What follows belongs to an exercise in optimizing a design on an open flow for small area; a production flow would make more cautious choices.
The RTL was checked by simulation tests, not by an equivalence proof against the original design.

`design.v`:
```
`default_nettype none
package udp_src_pkg;
  typedef logic [63:0] axis_data_t;
  typedef logic [7:0]  axis_keep_t;
  typedef logic [15:0] pkt_seq_t;
  typedef logic [1:0]  beat_idx_t;
  typedef enum logic {
    fr_idle,
    fr_send
  } framer_state_t;
  localparam int unsigned BEATS_PER_PKT = 4;
  localparam axis_keep_t  KEEP_ALL      = 8'hff;
  localparam axis_data_t GREETING_0 = 64'h72_66_20_6f_6c_6c_65_48;
  localparam axis_data_t GREETING_1 = 64'h20_41_47_50_46_20_6d_6f;
  localparam axis_data_t GREETING_2 = 64'h20_2e_6f_6e_20_54_4b_50;
  localparam logic [7:0] HEX_LOWER_A = 8'h61;
endpackage
`default_nettype wire
`default_nettype none
module lock_sync (
  input  wire  sys_clk_100MHz,
  input  wire  tx_axis_aresetn,
  input  wire  mmcm_locked,
  output logic udp_enable,
  output logic sfp_tx_disable
);
  logic [1:0] lock_q;
  always_ff @(posedge sys_clk_100MHz or negedge tx_axis_aresetn) begin
    if (!tx_axis_aresetn) begin
      lock_q <= 2'b00;
    end else begin
      lock_q <= {lock_q[0], mmcm_locked};
    end
  end
  assign udp_enable = lock_q[1];
  always_ff @(posedge sys_clk_100MHz or negedge tx_axis_aresetn) begin
    if (!tx_axis_aresetn) begin
      sfp_tx_disable <= 1'b1;
    end else begin
      sfp_tx_disable <= ~lock_q[1];
    end
  end
endmodule
`default_nettype wire
`default_nettype none
import udp_src_pkg::*;
module packet_pacer #(
  parameter int unsigned PKT_INTERVAL = 15_625_000
) (
  input  wire                   sys_clk_100MHz,
  input  wire                   tx_axis_aresetn,
  input  wire                   udp_enable,
  input  wire                   req_ready,
  output logic                  req_valid,
  output udp_src_pkg::pkt_seq_t req_seq
);
  localparam int TIMER_W = (PKT_INTERVAL > 1) ? $clog2(PKT_INTERVAL) : 1;
  logic [TIMER_W-1:0] timer_q;
  logic               expire;
  logic               accept;
  assign expire = udp_enable && (timer_q == TIMER_W'(PKT_INTERVAL - 1));
  assign accept = req_valid && req_ready;
  always_ff @(posedge sys_clk_100MHz or negedge tx_axis_aresetn) begin
    if (!tx_axis_aresetn) begin
      timer_q <= '0;
    end else if (!udp_enable) begin
      timer_q <= '0;
    end else if (expire) begin
      timer_q <= '0;
    end else begin
      timer_q <= timer_q + 1'b1;
    end
  end
  always_ff @(posedge sys_clk_100MHz or negedge tx_axis_aresetn) begin
    if (!tx_axis_aresetn) begin
      req_valid <= 1'b0;
      req_seq   <= '0;
    end else begin
      if (accept) begin
        req_seq <= req_seq + 1'b1;
      end
      if (expire && (!req_valid || req_ready)) begin
        req_valid <= 1'b1;
      end else if (accept) begin
        req_valid <= 1'b0;
      end
    end
  end
endmodule
`default_nettype wire
`default_nettype none
import udp_src_pkg::*;
module payload_framer (
  input  wire                     sys_clk_100MHz,
  input  wire                     tx_axis_aresetn,
  input  wire                     req_valid,
  input  wire udp_src_pkg::pkt_seq_t req_seq,
  input  wire                     gen_ready,
  output logic                    req_ready,
  output udp_src_pkg::axis_data_t gen_data,
  output udp_src_pkg::axis_keep_t gen_keep,
  output logic                    gen_valid,
  output logic                    gen_last
);
  localparam logic [7:0] HEX_DIGIT_0 = 8'h30;
  localparam logic [1:0] LAST_BEAT   = 2'(BEATS_PER_PKT - 1);
  udp_src_pkg::framer_state_t state_q;
  udp_src_pkg::beat_idx_t     beat_q;
  udp_src_pkg::pkt_seq_t      seq_q;
  udp_src_pkg::axis_data_t    seq_text;
  logic          gen_xfer;
  function automatic udp_src_pkg::axis_data_t seq_to_hex(input udp_src_pkg::pkt_seq_t seq);
    udp_src_pkg::axis_data_t  text;
    logic [31:0] seq_w;
    logic [3:0]  nib;
    text  = '0;
    seq_w = 32'(seq);
    for (int i = 0; i < 8; i++) begin
      nib = seq_w[4 * (7 - i) +: 4];
      if (nib < 4'd10) begin
        text[8 * i +: 8] = HEX_DIGIT_0 + {4'd0, nib};
      end else begin
        text[8 * i +: 8] = HEX_LOWER_A + {4'd0, nib} - 8'd10;
      end
    end
    seq_to_hex = text;
  endfunction
  assign req_ready = (state_q == fr_idle);
  assign gen_valid = (state_q == fr_send);
  assign gen_last  = gen_valid && (beat_q == LAST_BEAT);
  assign gen_keep  = KEEP_ALL;
  assign gen_xfer  = gen_valid && gen_ready;
  assign seq_text  = seq_to_hex(seq_q);
  always_comb begin
    case (beat_q)
      2'd0:    gen_data = GREETING_0;
      2'd1:    gen_data = GREETING_1;
      2'd2:    gen_data = GREETING_2;
      default: gen_data = seq_text;
    endcase
  end
  always_ff @(posedge sys_clk_100MHz or negedge tx_axis_aresetn) begin
    if (!tx_axis_aresetn) begin
      state_q <= fr_idle;
      beat_q  <= '0;
    end else begin
      case (state_q)
        fr_idle: begin
          if (req_valid) begin
            state_q <= fr_send;
            beat_q  <= '0;
          end
        end
        fr_send: begin
          if (gen_xfer) begin
            if (beat_q == LAST_BEAT) begin
              state_q <= fr_idle;
            end
            beat_q <= beat_q + 1'b1;
          end
        end
        default: state_q <= fr_idle;
      endcase
    end
  end
  always_ff @(posedge sys_clk_100MHz) begin
    if (req_valid && req_ready) begin
      seq_q <= req_seq;
    end
  end
endmodule
`default_nettype wire
`default_nettype none
import udp_src_pkg::*;
module echo_fifo #(
  parameter int unsigned ECHO_DEPTH = 16
) (
  input  wire                          sys_clk_100MHz,
  input  wire                          tx_axis_aresetn,
  input  wire udp_src_pkg::axis_data_t echo_in_data,
  input  wire udp_src_pkg::axis_keep_t echo_in_keep,
  input  wire                          echo_in_valid,
  input  wire                          echo_in_last,
  input  wire                          echo_ready,
  output logic                         echo_in_ready,
  output udp_src_pkg::axis_data_t      echo_data,
  output udp_src_pkg::axis_keep_t      echo_keep,
  output logic                         echo_valid,
  output logic                         echo_last
);
  localparam int PTR_W = (ECHO_DEPTH > 1) ? $clog2(ECHO_DEPTH) : 1;
  udp_src_pkg::axis_data_t mem_data [ECHO_DEPTH];
  udp_src_pkg::axis_keep_t mem_keep [ECHO_DEPTH];
  logic       mem_last [ECHO_DEPTH];
  logic [PTR_W-1:0] wr_ptr;
  logic [PTR_W-1:0] rd_ptr;
  logic [PTR_W:0]   count;
  logic wr_en;
  logic load_out;
  logic bypass;
  logic push;
  logic pop;
  assign echo_in_ready = (count != (PTR_W + 1)'(ECHO_DEPTH));
  assign wr_en         = echo_in_valid && echo_in_ready;
  assign load_out = !echo_valid || echo_ready;
  assign bypass   = load_out && (count == '0) && wr_en;
  assign pop      = load_out && (count != '0);
  assign push     = wr_en && !bypass;
  always_ff @(posedge sys_clk_100MHz or negedge tx_axis_aresetn) begin
    if (!tx_axis_aresetn) begin
      wr_ptr     <= '0;
      rd_ptr     <= '0;
      count      <= '0;
      echo_valid <= 1'b0;
    end else begin
      if (push) wr_ptr <= wr_ptr + 1'b1;
      if (pop)  rd_ptr <= rd_ptr + 1'b1;
      count <= count + {{PTR_W{1'b0}}, push} - {{PTR_W{1'b0}}, pop};
      if (load_out) begin
        echo_valid <= pop || bypass;
      end
    end
  end
  always_ff @(posedge sys_clk_100MHz) begin
    if (push) begin
      mem_data[wr_ptr] <= echo_in_data;
      mem_keep[wr_ptr] <= echo_in_keep;
      mem_last[wr_ptr] <= echo_in_last;
    end
  end
  always_ff @(posedge sys_clk_100MHz) begin
    if (pop) begin
      echo_data <= mem_data[rd_ptr];
      echo_keep <= mem_keep[rd_ptr];
      echo_last <= mem_last[rd_ptr];
    end else if (bypass) begin
      echo_data <= echo_in_data;
      echo_keep <= echo_in_keep;
      echo_last <= echo_in_last;
    end
  end
endmodule
`default_nettype wire
`default_nettype none
import udp_src_pkg::*;
module source_select (
  input  wire                          sys_clk_100MHz,
  input  wire                          tx_axis_aresetn,
  input  wire                          gen_sel,
  input  wire udp_src_pkg::axis_data_t gen_data,
  input  wire udp_src_pkg::axis_keep_t gen_keep,
  input  wire                          gen_valid,
  input  wire                          gen_last,
  input  wire udp_src_pkg::axis_data_t echo_data,
  input  wire udp_src_pkg::axis_keep_t echo_keep,
  input  wire                          echo_valid,
  input  wire                          echo_last,
  input  wire                          tx_ready,
  output logic                         gen_ready,
  output logic                         echo_ready,
  output udp_src_pkg::axis_data_t      tx_data,
  output udp_src_pkg::axis_keep_t      tx_keep,
  output logic                         tx_valid,
  output logic                         tx_last
);
  logic       in_pkt_q;
  logic       sel_q;
  logic       cur_sel;
  logic       take;
  logic       src_valid;
  logic       src_last;
  logic       xfer;
  udp_src_pkg::axis_data_t src_data;
  udp_src_pkg::axis_keep_t src_keep;
  assign cur_sel = in_pkt_q ? sel_q : gen_sel;
  assign take = !tx_valid || tx_ready;
  assign gen_ready  = take && cur_sel;
  assign echo_ready = take && !cur_sel;
  assign src_valid = cur_sel ? gen_valid : echo_valid;
  assign src_last  = cur_sel ? gen_last  : echo_last;
  assign src_data  = cur_sel ? gen_data  : echo_data;
  assign src_keep  = cur_sel ? gen_keep  : echo_keep;
  assign xfer      = take && src_valid;
  always_ff @(posedge sys_clk_100MHz or negedge tx_axis_aresetn) begin
    if (!tx_axis_aresetn) begin
      in_pkt_q <= 1'b0;
      sel_q    <= 1'b1;
    end else if (xfer) begin
      in_pkt_q <= !src_last;
      sel_q    <= cur_sel;
    end
  end
  always_ff @(posedge sys_clk_100MHz or negedge tx_axis_aresetn) begin
    if (!tx_axis_aresetn) begin
      tx_valid <= 1'b0;
    end else if (take) begin
      tx_valid <= src_valid;
    end
  end
  always_ff @(posedge sys_clk_100MHz) begin
    if (xfer) begin
      tx_data <= src_data;
      tx_keep <= src_keep;
      tx_last <= src_last;
    end
  end
endmodule
`default_nettype wire
`default_nettype none
import udp_src_pkg::*;
module udp_test_source #(
  parameter int unsigned PKT_INTERVAL = 10,
  parameter int unsigned ECHO_DEPTH   = 16
) (
  input  wire                          sys_clk_100MHz,
  input  wire                          tx_axis_aresetn,
  input  wire                          mmcm_locked,
  input  wire                          gen_sel,
  input  wire udp_src_pkg::axis_data_t echo_in_data,
  input  wire udp_src_pkg::axis_keep_t echo_in_keep,
  input  wire                          echo_in_valid,
  input  wire                          echo_in_last,
  input  wire                          tx_ready,
  output wire                          udp_enable,
  output wire                          sfp_tx_disable,
  output wire                          echo_in_ready,
  output wire udp_src_pkg::axis_data_t tx_data,
  output wire udp_src_pkg::axis_keep_t tx_keep,
  output wire                          tx_valid,
  output wire                          tx_last
);
  wire           req_valid;
  wire           req_ready;
  wire udp_src_pkg::pkt_seq_t req_seq;
  wire udp_src_pkg::axis_data_t gen_data;
  wire udp_src_pkg::axis_keep_t gen_keep;
  wire             gen_valid;
  wire             gen_last;
  wire             gen_ready;
  wire udp_src_pkg::axis_data_t echo_data;
  wire udp_src_pkg::axis_keep_t echo_keep;
  wire             echo_valid;
  wire             echo_last;
  wire             echo_ready;
  lock_sync lock_sync_i (
    .sys_clk_100MHz  (sys_clk_100MHz),
    .tx_axis_aresetn (tx_axis_aresetn),
    .mmcm_locked     (mmcm_locked),
    .udp_enable      (udp_enable),
    .sfp_tx_disable  (sfp_tx_disable)
  );
  packet_pacer #(
    .PKT_INTERVAL (PKT_INTERVAL)
  ) packet_pacer_i (
    .sys_clk_100MHz  (sys_clk_100MHz),
    .tx_axis_aresetn (tx_axis_aresetn),
    .udp_enable      (udp_enable),
    .req_ready       (req_ready),
    .req_valid       (req_valid),
    .req_seq         (req_seq)
  );
  payload_framer payload_framer_i (
    .sys_clk_100MHz  (sys_clk_100MHz),
    .tx_axis_aresetn (tx_axis_aresetn),
    .req_valid       (req_valid),
    .req_seq         (req_seq),
    .gen_ready       (gen_ready),
    .req_ready       (req_ready),
    .gen_data        (gen_data),
    .gen_keep        (gen_keep),
    .gen_valid       (gen_valid),
    .gen_last        (gen_last)
  );
  echo_fifo #(
    .ECHO_DEPTH (ECHO_DEPTH)
  ) echo_fifo_i (
    .sys_clk_100MHz  (sys_clk_100MHz),
    .tx_axis_aresetn (tx_axis_aresetn),
    .echo_in_data    (echo_in_data),
    .echo_in_keep    (echo_in_keep),
    .echo_in_valid   (echo_in_valid),
    .echo_in_last    (echo_in_last),
    .echo_ready      (echo_ready),
    .echo_in_ready   (echo_in_ready),
    .echo_data       (echo_data),
    .echo_keep       (echo_keep),
    .echo_valid      (echo_valid),
    .echo_last       (echo_last)
  );
  source_select source_select_i (
    .sys_clk_100MHz  (sys_clk_100MHz),
    .tx_axis_aresetn (tx_axis_aresetn),
    .gen_sel         (gen_sel),
    .gen_data        (gen_data),
    .gen_keep        (gen_keep),
    .gen_valid       (gen_valid),
    .gen_last        (gen_last),
    .echo_data       (echo_data),
    .echo_keep       (echo_keep),
    .echo_valid      (echo_valid),
    .echo_last       (echo_last),
    .tx_ready        (tx_ready),
    .gen_ready       (gen_ready),
    .echo_ready      (echo_ready),
    .tx_data         (tx_data),
    .tx_keep         (tx_keep),
    .tx_valid        (tx_valid),
    .tx_last         (tx_last)
  );
endmodule
`default_nettype wire
```
`run.sh`:
```
#!/bin/bash
# synth_recipe.tcl (not shown) runs the flow's synth.tcl, then flattens the netlist and writes it again
# the make line also repeats each setting of config.mk as NAME=value (left out here)
make -C /OpenROAD-flow-scripts/flow DESIGN_CONFIG=/design/flow/config.mk WORK_HOME=/design/flow/orfs CLKGATE_MAP_FILE= SYNTH_SCRIPT=/design/flow/synth_recipe.tcl finish
```
`config.mk`:
```
export PLATFORM = sky130hd
export DESIGN_NAME = udp_test_source
export DESIGN_NICKNAME = udp_test_source
export VERILOG_FILES = /design/flow/design.v
export SDC_FILE = /design/flow/constraint.sdc
export NUM_CORES = 4
export LEC_CHECK = 0
export CAP_MARGIN = 20
export CORE_MARGIN = 2
export CORE_UTILIZATION = 40
export SLEW_MARGIN = 20
```
`constraint.sdc`:
```
create_clock -name core_clock -period 5.0 [get_ports {sys_clk_100MHz}]
set_input_delay 1.0000 -clock core_clock [delete_from_list [all_inputs] [get_ports {sys_clk_100MHz}]]
set_output_delay 1.0000 -clock core_clock [all_outputs]
set_load 0.01 [all_outputs]
```
==> out/results.ini <==
[status]
status=complete, no violations

[logic_synthesis]
synth.area.mux_share_pct=14.23
syn_inst=2459
synthAdderAreaFrac_pct=0.6315
synth_edf_count=1330
synth_seq_cells=1374
ys_seq_area_share_pct=77.87
synthDistinctLibCells=55
synth_simple_gate_area_share_pct=1.716
synth_nets=2564
synth_compound_gate_area_share_pct=3.525
async_reset_ff_share_pct=3.202
synth_area_leaders=edfxtp_1 (76%), mux4_2 (12%), dfrtp_1 (2.0%)
netlist.area_leader.share_pct=75.78
syn_avg_cell_area_um2=21.43
synth-xor-area-share_pct=0.5152
ys.flop_type=edfxtp_1
yosys.area.top_type=edfxtp_1
synthesis.area_um2=52700
yosys_warnings=5
synth_top_family_by_area=multiplexers

[grt]
grt_max_degree=151
grt_pass1_vias=26980
grtUsageTotal_pct=18.90
antenna_found_initial=9
grt-ovfl-total=0
grt_first_pass_wirelength_um=185900

[sta]
clock_skew_ns=0.02284
slew_viol_final=0
tightest_slew_ns=1.093
period_share_pct=70.88
post-route-min-period_ns=3.544
rsz0062_at_grt=no
hold_viol_final=0
setup_viol=0
max_freq_mhz=282.2
setup_tns_ns=0
slew_headroom_pct=27.10

[placed_design]
gp_congestion=0.7840
io_buffer_count=155
post-dp-hpwl_um=74190
placed_cells=4305

[floorplan]
rows=133
fp.dieH_um=367.0
die_w_um=367.0
initial_core_util_pct=40.19
io_pins=156
core_area_um2=131100
die_area_um2=134700

[cts]
root_buffer=clkbuf_16
clkLatencyLatePin_ns=0.77
htreeDepth=4
ctsResizeCount=0
cts_sinks=1374
cts_buffers=145
post_cts_buffers=0
cts.hold.buffers_added=0
cts_tree=built
clk_pin_slew_ns=0.06
ctsLongestPathBuffers=3

[routing]
routed_wirelength_um=126700
drc=0
drt-initial-drc-count=2525
ant_nets=0
via_count=25660
wl_per_cell_um=27.71
avgViaCountPerCell=5.613
drt-pass1-iter-count=5

[pwr]
ir_worst_vdd_v=0.0004853
total_leakage_power_uw=0.01950
power.total_uw=36460
power_density_nw_per_um2=594.4

[critical_path]
cp_max_fo=36
arrival_ns=4.00
startpoint_type=input port
worstSetupPathType=in2reg
worstPathRequired_ns=5.45
cp-end-kind=register

[job]
cap_violations=0

[finish]
final-instance-count-excl-fill=4571
drive_gt1_share_pct=24.01
final_util_pct=46.78
final_common_cell=edfxtp_1
final_nets=2802
area_growth_pct=16.39
final_cell_mix=edfxtp_1 (1,330), mux4_2 (292), clkdlybuf4s50_1 (154)

[hold_path]
hp-class=in2async

==> report_power, final <==
part / switching, µW / total (µW) / internal [µW]
sequential: 841 / 15600 / 14800
clock: 4370 / 10300 / 5980
combinational: 5960 / 10500 / 4540
total: 11200 / 36500 / 25300
==> metrics by stage <==
step | instance area (µm²) | setup slack [ns] | hold WS (ns)
2_1_floorplan | 52710 | 0.7285 | 0.3312
3_3_place_gp | 56770 | 0.8687 | 0.3437
3_5_place_dp | 56780 | 0.7103 | 0.3363
4_1_cts | 61340 | 1.515 | 0.3114
5_1_grt | 61340 | 1.359 | 0.3567
6_report | 61340 | 1.456 | 0.3176
==> path summary, 6_finish.rpt <==
kind	from	end	slack (ns)	cells after the start
worst max register to register	source_select_i.sel_q	echo_fifo_i.mem_keep[2][1]	1.76	5
worst max-delay path	tx_ready	echo_fifo_i.mem_keep[2][1]	1.46	6
worst min-delay path	tx_axis_aresetn	lock_sync_i.lock_q[1]	0.32	2
min in group core_clock	lock_sync_i.lock_q[0]	lock_sync_i.lock_q[1]	0.34	0
max in group asynchronous	tx_axis_aresetn	echo_fifo_i.rd_ptr[1]	4.21	2
worst min register to register	lock_sync_i.lock_q[0]	lock_sync_i.lock_q[1]	0.34	0
==> routing by layer <==
metal  global-route usage [%]  vias to the layer above  routed length (µm)
met3                    4.564                      178               10030
met2                    29.37                     1002               59460
li1                         -                    10760                   -
met5                        0                        -                  57
met1                    26.80                    13720               54380
met4                    5.091                        8                2723
==> final cells by class <==
class / count / area [µm²]
antenna: 1 / 2.502
clock buffer: 183 / 3835
clock inverter: 82 / 726.9
fill: 10830 / 69790
inverter: 30 / 112.6
multi-input combinational: 921 / 10990
sequential: 1374 / 41050
tap: 1755 / 2196
timing repair buffer: 225 / 2426
==> state kept, by name (all words and copies together), names as in the netlist, 4 cells and up <==
name	count
source_select_i.tx_keep	8
echo_fifo_i.count	5
echo_fifo_i.rd_ptr	4
echo_fifo_i.mem_last	16
echo_fifo_i.mem_data	1024
echo_fifo_i.echo_data	64
echo_fifo_i.wr_ptr	4
source_select_i.tx_data	64
payload_framer_i.seq_q	16
echo_fifo_i.echo_keep	8
echo_fifo_i.mem_keep	128
packet_pacer_i.timer_q	4
packet_pacer_i.req_seq	16
==> critical path, cell delays in order <==
cell,delay [ns]
clkdlybuf4s50_1,0.44
nand2b_1,0.23
a211oi_1,0.50
o21a_1,0.61
and3_4,0.81
buf_4,0.38
==> logic make-up after synthesis <==
logic type,after synthesis
AOI/OAI and AO/OA,306
xor gates and xnor gates,31
adders and majority gates,26
buffers and inverters,164
DFF,1374
muxes,374
and+or+nand+nor,184
==> cells in the mapped netlist, types with 2 or more instances <==
cell      count
a21oi_1      88
clkbuf_1     68
mux4_2      292
a21o_1       11
o21ai_0      24
nor3_1        2
o211ai_1      2
xor2_1        7
ha_1         25
edfxtp_1   1330
a31oi_1       5
o22ai_1     148
nand2_1      71
and2_1       16
mux2_2       77
nand3_1      13
inv_1        30
buf_6        14
dfstp_2       2
nor4b_1       2
a22o_1        3
dfrtp_1      42
a211oi_1      4
nand4_1       7
and3_1       17
buf_2        32
o211a_1       2
xnor2_1      24
nor2b_1       7
nor2_1       27
nand2b_1     13
buf_4         9
o21a_1       10
mux2i_1       4
buf_1        10
or2_2         2

separate check: timing with driven ports:
No port has a modelled driver above. Below, the same layout with a new extraction and two added sets of constraints. Step 1, drivers: a clkbuf_16 drives sys_clk_100MHz and a buf_2 each remaining input, both assumed. Step 2 adds t to the input delays and takes it off the output delays; t is the mean of the earliest and latest rising clock arrival at the registers after step 1. Input paths then give back, and output paths get back, about the clock's delay inside the block. a / b / c = no drivers / after step 1 / after step 2; a / b = the first two.
shift t [ns]: 0.829
setup WS [ns]: 1.456 / 1.489 / 0.659
hold WS [ns]: 0.318 / 0.269 / 0.339
clock arrival spread, ns: 0.023 / 0.023
After both steps setup and hold are still met in this run. For this run, drivers alone change the setup slack by +0.033 ns; drivers and shift together by -0.797 ns.
